Background: an optimization exercise with open tools, aiming at small area and a short achievable clock period. Do not read the settings as production practice.
The RTL was checked by simulation tests, not by an equivalence proof against the original design.
Power is estimated from default activity; no workload was simulated.

run 4:
Design pixel_engine, start of the top module:
module pixel_engine (
    input  logic                         pixel_clk,
    input  logic                         reset,
    input  pixel_engine_pkg::coord_t     draw_x,
    input  pixel_engine_pkg::coord_t     draw_y,
    input  logic                         video_on,
    input  pixel_engine_pkg::text_cell_t char_code,
    input  logic [7:0]                   font_row,
    input  logic                         psel,
    input  logic                         penable,
    input  logic                         pwrite,
    input  logic [8-1:0]       paddr,
    input  logic [32-1:0]       pwdata,
    output logic [32-1:0]       prdata,
    output logic                         pready,
    output logic                         pslverr,
    output pixel_engine_pkg::rgb_t       rgb
);
For scale: roughly 2800 cells after synthesis.
clock: 10.0 ns
lec_check: 0
cap_margin: 20
core_margin: 2
core_utilization: 40
cts_buf_list: sky130_fd_sc_hd__clkbuf_8
cts_cluster_diameter: 60
cts_cluster_size: 12
setup_slack_margin: 3.8
slew_margin: 20
tns_end_percent: 100
standard.sh (not shown) runs the stock make flow with config.mk's settings and CLKGATE_MAP_FILE= SYNTH_SCRIPT=/design/flow/synth_recipe.tcl, a recipe that flattens the netlist after the stock synthesis.
==> flow/flow/run.sh <==
#!/bin/bash
# The standard layout (standard.sh), with plain buffers on the ports in place
# of the delay-cell buffers ORFS picks by default. The make output goes to
# standard.log; ORFS keeps each step's log under orfs/logs.
set -euo pipefail
export BUFFER_PORTS_ARGS="-buffer_cell sky130_fd_sc_hd__buf_2"
bash standard.sh > standard.log 2>&1
Changes in run 5 relative to run 4:
# run 4
export LEC_CHECK = 0
export CAP_MARGIN = 20
export CORE_MARGIN = 2
export CORE_UTILIZATION = 40
export CTS_BUF_LIST = sky130_fd_sc_hd__clkbuf_8
export CTS_CLUSTER_DIAMETER = 60
export CTS_CLUSTER_SIZE = 12
export SETUP_SLACK_MARGIN = 3.8
export SLEW_MARGIN = 20
export TNS_END_PERCENT = 100
create_clock -name core_clock -period 10.0 [get_ports {pixel_clk}]
# run 5
export LEC_CHECK = 0
export CAP_MARGIN = 20
export CORE_MARGIN = 2
export CORE_UTILIZATION = 50
export GPL_ROUTABILITY_DRIVEN = 0
export PLACE_DENSITY = 0.65
export SETUP_SLACK_MARGIN = 3.8
export SLEW_MARGIN = 20
export TNS_END_PERCENT = 100
create_clock -name core_clock -period 10.0 [get_ports {pixel_clk}]
==> flow/flow/run.sh <==
#!/bin/bash
# The standard layout (standard.sh), with plain buffers on the ports in place
# of the delay-cell buffers ORFS picks by default, and clock tree synthesis
# without dummy loads. The make output goes to standard.log; ORFS keeps each
# step's log under orfs/logs.
set -euo pipefail
export BUFFER_PORTS_ARGS="-buffer_cell sky130_fd_sc_hd__buf_1"
export CTS_ARGS="-sink_clustering_enable -repair_clock_nets -sink_clustering_size 28 -sink_clustering_max_diameter 120 -dont_use_dummy_load"
bash standard.sh > standard.log 2>&1
Notes after the runs:
Run 5 — standard cell area after detailed placement 1.3% lower, run 4 as reference. For the share of power burned in combinational logic, run 5 came in 1.1 points higher than run 4 did. Run 5 vs run 4 on relative contribution of the clock network to total power: run 5 is the lower one. Across both runs, utilization was higher for run 5 than for run 4. ~same synthesized area in run 4 and run 5. The final area reported for run 5 is smaller than that of run 4 by about 4%. Run 5 does better than run 4 on smallest hold slack. NOTE: initial antenna violation count in run 5 falls short of that of run 4. On run 5: non-clock buffer count is 11 lower than what run 4 gave.

========
## run A
pixel_engine again, from the RTL that the note above started with.
Settings: LEC_CHECK=0, CAP_MARGIN=20, CORE_MARGIN=2, CORE_UTILIZATION=40, CTS_CLUSTER_DIAMETER=100, CTS_CLUSTER_SIZE=24, SETUP_SLACK_MARGIN=3.8, SLEW_MARGIN=20, TNS_END_PERCENT=100; clock period 10.0 ns.
==> flow/flow/run.sh <==
#!/bin/bash
# The standard layout (standard.sh), with plain buffers on the ports in place
# of the delay-cell buffers ORFS picks by default, and clock tree synthesis
# without dummy loads. The make output goes to standard.log; ORFS keeps each
# step's log under orfs/logs.
set -euo pipefail
export BUFFER_PORTS_ARGS="-buffer_cell sky130_fd_sc_hd__buf_2"
export CTS_ARGS="-sink_clustering_enable -repair_clock_nets -sink_clustering_size 24 -sink_clustering_max_diameter 100 -dont_use_dummy_load"
bash standard.sh > standard.log 2>&1
Per the final summary, run A finished and its layout is clean on timing, DRC and antenna.
> inputs changed (run A -> run B)
- SETUP_SLACK_MARGIN: 3.8 -> 4.0
==> flow/flow/run.sh <==
#!/bin/bash
# The standard layout (standard.sh), with plain buffers on the ports in place
# of the delay-cell buffers ORFS picks by default. The make output goes to
# standard.log; ORFS keeps each step's log under orfs/logs.
set -euo pipefail
export BUFFER_PORTS_ARGS="-buffer_cell sky130_fd_sc_hd__buf_2"
bash standard.sh > standard.log 2>&1
[summary]
- Cmp run A and run B / clock skew / higher: run A
- Minimum clock period: run A and run B compared, higher one is run A
- In run B, total of plain and repair buffers excluding clock buffers is higher than in run A.
- In the metrics for run A and run B, the one carrying the lower total number of cells along the worst setup path is run A.
- Compared with run A, run B improves worst-case hold slack.
- When the final numbers for run A and run B were put side by side, the power turned out to be smaller in run A.
- Relative area change from synthesis to final layout: lower on run A
What run C does differently from run B at the input level:
- changing SETUP_SLACK_MARGIN from 4.0 to 3.8
## What came out
Run C | stages: all done | timing, DRC, antenna: all pass. Run B | status: complete | timing, DRC, antenna: pass. [run C] global-route usage fell 1.3 points relative to run B. Count of buffers not belonging to the clock network in the layout in run C is 67 lower than in run B. Power: run C < run B. Taking run B as the reference, in run C final critical-path required period +170 ps, met2 global-route usage -1.4 points, first-iteration DRC count -about 10%.
Modified inputs, run D compared to run C
- SETUP_SLACK_MARGIN: 3.8 -> 3.4
==> flow/run.sh (new file) <==
#!/bin/bash
# synth_recipe.tcl (not shown) runs the flow's synth.tcl, then flattens the netlist and writes it again
# the make line also repeats each setting of config.mk as NAME=value (left out here)
make -C /OpenROAD-flow-scripts/flow DESIGN_CONFIG=/design/flow/config.mk WORK_HOME=/design/flow/orfs CLKGATE_MAP_FILE= SYNTH_SCRIPT=/design/flow/synth_recipe.tcl finish
removed: flow/flow/run.sh
removed: flow/standard.sh
==> comparison <==
- Taking run C as the reference, in run D post-cts repair resize count went up; static leakage power went up; share of total power in combinational logic went up; global-route met1 utilization went up.
- Capturing instance or port of the critical path: prdata[7] -> run C, u_comp.s1_obj_idx[0]$_DFF_P_ -> run D
- Switching share of total power in run D vs run C: down 0.52 points

========
Starting RTL as in the previous note.
==> flow/config.mk <==
export PLATFORM = sky130hd
export DESIGN_NAME = pixel_engine
export DESIGN_NICKNAME = pixel_engine
export VERILOG_FILES = /design/flow/design.v
export SDC_FILE = /design/flow/constraint.sdc
export NUM_CORES = 4
export LEC_CHECK = 0
export CAP_MARGIN = 20
export CORE_MARGIN = 2
export CORE_UTILIZATION = 50
export GPL_ROUTABILITY_DRIVEN = 0
export PLACE_DENSITY = 0.65
export SETUP_SLACK_MARGIN = 3.8
export SLEW_MARGIN = 20
export TNS_END_PERCENT = 100
==> flow/constraint.sdc <==
create_clock -name core_clock -period 10.0 [get_ports {pixel_clk}]
set_input_delay 2.0000 -clock core_clock [delete_from_list [all_inputs] [get_ports {pixel_clk}]]
set_output_delay 2.0000 -clock core_clock [all_outputs]
set_load 0.01 [all_outputs]
==> flow/flow/run.sh <==
#!/bin/bash
# The standard layout (standard.sh), with plain buffers on the ports in place
# of the delay-cell buffers ORFS picks by default, and clock tree synthesis
# without dummy loads. The make output goes to standard.log; ORFS keeps each
# step's log under orfs/logs.
set -euo pipefail
export BUFFER_PORTS_ARGS="-buffer_cell sky130_fd_sc_hd__buf_2"
export CTS_ARGS="-sink_clustering_enable -repair_clock_nets -sink_clustering_size 24 -sink_clustering_max_diameter 100 -dont_use_dummy_load"
bash standard.sh > standard.log 2>&1
Then changed:
--- a/flow/flow/run.sh
+++ b/flow/flow/run.sh
@@ -5,5 +5,5 @@
 # step's log under orfs/logs.
 set -euo pipefail
-export BUFFER_PORTS_ARGS="-buffer_cell sky130_fd_sc_hd__buf_2"
+export BUFFER_PORTS_ARGS="-buffer_cell sky130_fd_sc_hd__buf_1"
 export CTS_ARGS="-sink_clustering_enable -repair_clock_nets -sink_clustering_size 24 -sink_clustering_max_diameter 100 -dont_use_dummy_load"
 bash standard.sh > standard.log 2>&1
--- a/flow/config.mk
+++ b/flow/config.mk
@@ -8,7 +8,7 @@
 export CAP_MARGIN = 20
 export CORE_MARGIN = 2
-export CORE_UTILIZATION = 50
+export CORE_UTILIZATION = 55
 export GPL_ROUTABILITY_DRIVEN = 0
-export PLACE_DENSITY = 0.65
+export PLACE_DENSITY = 0.7
 export SETUP_SLACK_MARGIN = 3.8
 export SLEW_MARGIN = 20
After rerunning: Total power hardly moves; wire length decreases by 1.4%; hold slack loses 0.0057 ns; utilization climbs by 5.5 points; via count climbs by 1.2%; die area falls by 9.0%; sequential share of layout area fell by 0.19 points; sequential cell count is unchanged.
Then changed:
==> flow/run.sh (new file) <==
#!/bin/bash
# synth_recipe.tcl (not shown) runs the flow's synth.tcl, then flattens the netlist and writes it again
# the make line also repeats each setting of config.mk as NAME=value (left out here)
make -C /OpenROAD-flow-scripts/flow DESIGN_CONFIG=/design/flow/config.mk WORK_HOME=/design/flow/orfs CLKGATE_MAP_FILE= SYNTH_SCRIPT=/design/flow/synth_recipe.tcl finish
--- a/flow/config.mk
+++ b/flow/config.mk
@@ -8,8 +8,8 @@
 export CAP_MARGIN = 20
 export CORE_MARGIN = 2
-export CORE_UTILIZATION = 55
-export GPL_ROUTABILITY_DRIVEN = 0
-export PLACE_DENSITY = 0.7
-export SETUP_SLACK_MARGIN = 3.8
+export CORE_UTILIZATION = 40
+export CTS_CLUSTER_DIAMETER = 100
+export CTS_CLUSTER_SIZE = 24
+export SETUP_SLACK_MARGIN = 4.1
 export SLEW_MARGIN = 20
 export TNS_END_PERCENT = 100
removed: flow/flow/run.sh
removed: flow/standard.sh
=> Die area grows by 37%. Wire length grows by 20%. Cell area grows by about 12%. Sequential power hardly moves. Area after synthesis is unchanged. Final cell count grows by about 15%. Total power grows by about 8%. Setup slack improves by 0.27 ns. Maximum frequency grows by about 4.5%.
Then changed:
--- a/flow/config.mk
+++ b/flow/config.mk
@@ -11,5 +11,5 @@
 export CTS_CLUSTER_DIAMETER = 100
 export CTS_CLUSTER_SIZE = 24
-export SETUP_SLACK_MARGIN = 4.1
+export SETUP_SLACK_MARGIN = 3.8
 export SLEW_MARGIN = 20
 export TNS_END_PERCENT = 100
After rerunning:
- setup slack got worse by 0.13 ns
- hold slack improved by 0.0072 ns
- via count shrinks by a few percent
- cell area falls by a few percent
- sequential cell count is unchanged
- routed wire length fell by a few percent
- area after synthesis stays the same
- fmax came out lower by a few percent
- sequential share of layout area rises by 2.2 points
Then changed:
==> flow/flow/run.sh (new file) <==
#!/bin/bash
# The standard layout (standard.sh), with plain buffers on the ports in place
# of the delay-cell buffers ORFS picks by default, and clock tree synthesis
# without dummy loads. The make output goes to standard.log; ORFS keeps each
# step's log under orfs/logs.
set -euo pipefail
export BUFFER_PORTS_ARGS="-buffer_cell sky130_fd_sc_hd__buf_1"
export CTS_ARGS="-sink_clustering_enable -repair_clock_nets -sink_clustering_size 24 -sink_clustering_max_diameter 100 -dont_use_dummy_load"
bash standard.sh > standard.log 2>&1
==> flow/standard.sh (new file) <==
#!/bin/bash
# synth_recipe.tcl (not shown) runs the flow's synth.tcl, then flattens the netlist and writes it again
# the make line also repeats each setting of config.mk as NAME=value (left out here)
make -C /OpenROAD-flow-scripts/flow DESIGN_CONFIG=/design/flow/config.mk WORK_HOME=/design/flow/orfs CLKGATE_MAP_FILE= SYNTH_SCRIPT=/design/flow/synth_recipe.tcl "${@:-finish}"
--- a/flow/config.mk
+++ b/flow/config.mk
@@ -8,7 +8,7 @@
 export CAP_MARGIN = 20
 export CORE_MARGIN = 2
-export CORE_UTILIZATION = 40
-export CTS_CLUSTER_DIAMETER = 100
-export CTS_CLUSTER_SIZE = 24
+export CORE_UTILIZATION = 50
+export GPL_ROUTABILITY_DRIVEN = 0
+export PLACE_DENSITY = 0.65
 export SETUP_SLACK_MARGIN = 3.8
 export SLEW_MARGIN = 20
removed: flow/run.sh
The changed run went through all stages and came out clean.
Synthesized cell count stays the same.
Area after synthesis does not change.
Worst setup slack is worse by 0.042 ns.
Wire length fell by about 10%.
Maximum frequency fell by about 0.7%.
Final area fell by about 7%.
Final cell count fell by about 9%.
Non-clock buffer count fell by 84.
Then changed:
==> flow/run.sh (new file) <==
#!/bin/bash
# synth_recipe.tcl (not shown) runs the flow's synth.tcl, then flattens the netlist and writes it again
# the make line also repeats each setting of config.mk as NAME=value (left out here)
make -C /OpenROAD-flow-scripts/flow DESIGN_CONFIG=/design/flow/config.mk WORK_HOME=/design/flow/orfs CLKGATE_MAP_FILE= SYNTH_SCRIPT=/design/flow/synth_recipe.tcl finish
--- a/flow/config.mk
+++ b/flow/config.mk
@@ -8,7 +8,5 @@
 export CAP_MARGIN = 20
 export CORE_MARGIN = 2
-export CORE_UTILIZATION = 50
-export GPL_ROUTABILITY_DRIVEN = 0
-export PLACE_DENSITY = 0.65
+export CORE_UTILIZATION = 40
 export SETUP_SLACK_MARGIN = 3.8
 export SLEW_MARGIN = 20
removed: flow/flow/run.sh
removed: flow/standard.sh
Synthesized cell count is unchanged.
Clock skew fell by 0.012 ns.
Non-clock buffer count grows by 87.
Global-route usage is lower by 4.6 points.
Wire length climbs by 11%.
Sequential cell count does not change.
Clock-buffer cell count goes up by 60.
First-iteration DRC count shrinks by 12%.
Die area climbs by 25%.
Worst setup slack gains 0.027 ns.

[static timing again, ports no longer ideal]
No port has a modelled driver above. Below, the same layouts with a new extraction and two added sets of constraints. Step 1, drivers: a clkbuf_16 drives pixel_clk and a buf_2 each remaining input, both assumed. Step 2 also shifts input and output timing later by t, the mid clock arrival at the registers, as if the neighbouring blocks saw the same clock. Slacks: ideal / step 1 / step 2; pairs: ideal / step 1.
| run | t, ns | setup slack, ns | worst hold slack (ns) |
|---|---|---|---|
| run 4 | 0.811 | 3.808 / 3.778 / 3.084 | 0.473 / 0.473 / 0.473 |
| run 5 | 0.734 | 3.799 / 3.740 / 3.139 | 0.525 / 0.525 / 0.525 |
| run A | 0.670 | 3.785 / 3.764 / 3.117 | 0.479 / 0.479 / 0.479 |
| run B | 0.685 | 3.954 / 3.893 / 3.315 | 0.484 / 0.484 / 0.484 |
| run C | 0.692 | 3.789 / 3.752 / 3.187 | 0.477 / 0.477 / 0.477 |
| run D | 0.686 | 3.252 / 3.299 / 2.613 | 0.481 / 0.481 / 0.481 |
| the first run of note 3 | 0.665 | 3.724 / 3.651 / 3.184 | 0.512 / 0.512 / 0.512 |
| the second run of note 3 | 0.668 | 3.678 / 3.624 / 3.057 | 0.507 / 0.507 / 0.507 |
| the third run of note 3 | 0.691 | 3.948 / 3.859 / 3.410 | 0.471 / 0.471 / 0.471 |
| the fourth run of note 3 | 0.685 | 3.815 / 3.799 / 3.175 | 0.478 / 0.478 / 0.478 |
| the fifth run of note 3 | 0.671 | 3.773 / 3.712 / 3.189 | 0.512 / 0.512 / 0.512 |
| the sixth run of note 3 | 0.724 | 3.801 / 3.784 / 3.122 | 0.476 / 0.476 / 0.476 |
After both steps setup and hold are still met in every run listed. The setup slack of run 4, which loses most, moves by -0.030 ns with the drivers and by -0.724 ns with both steps.
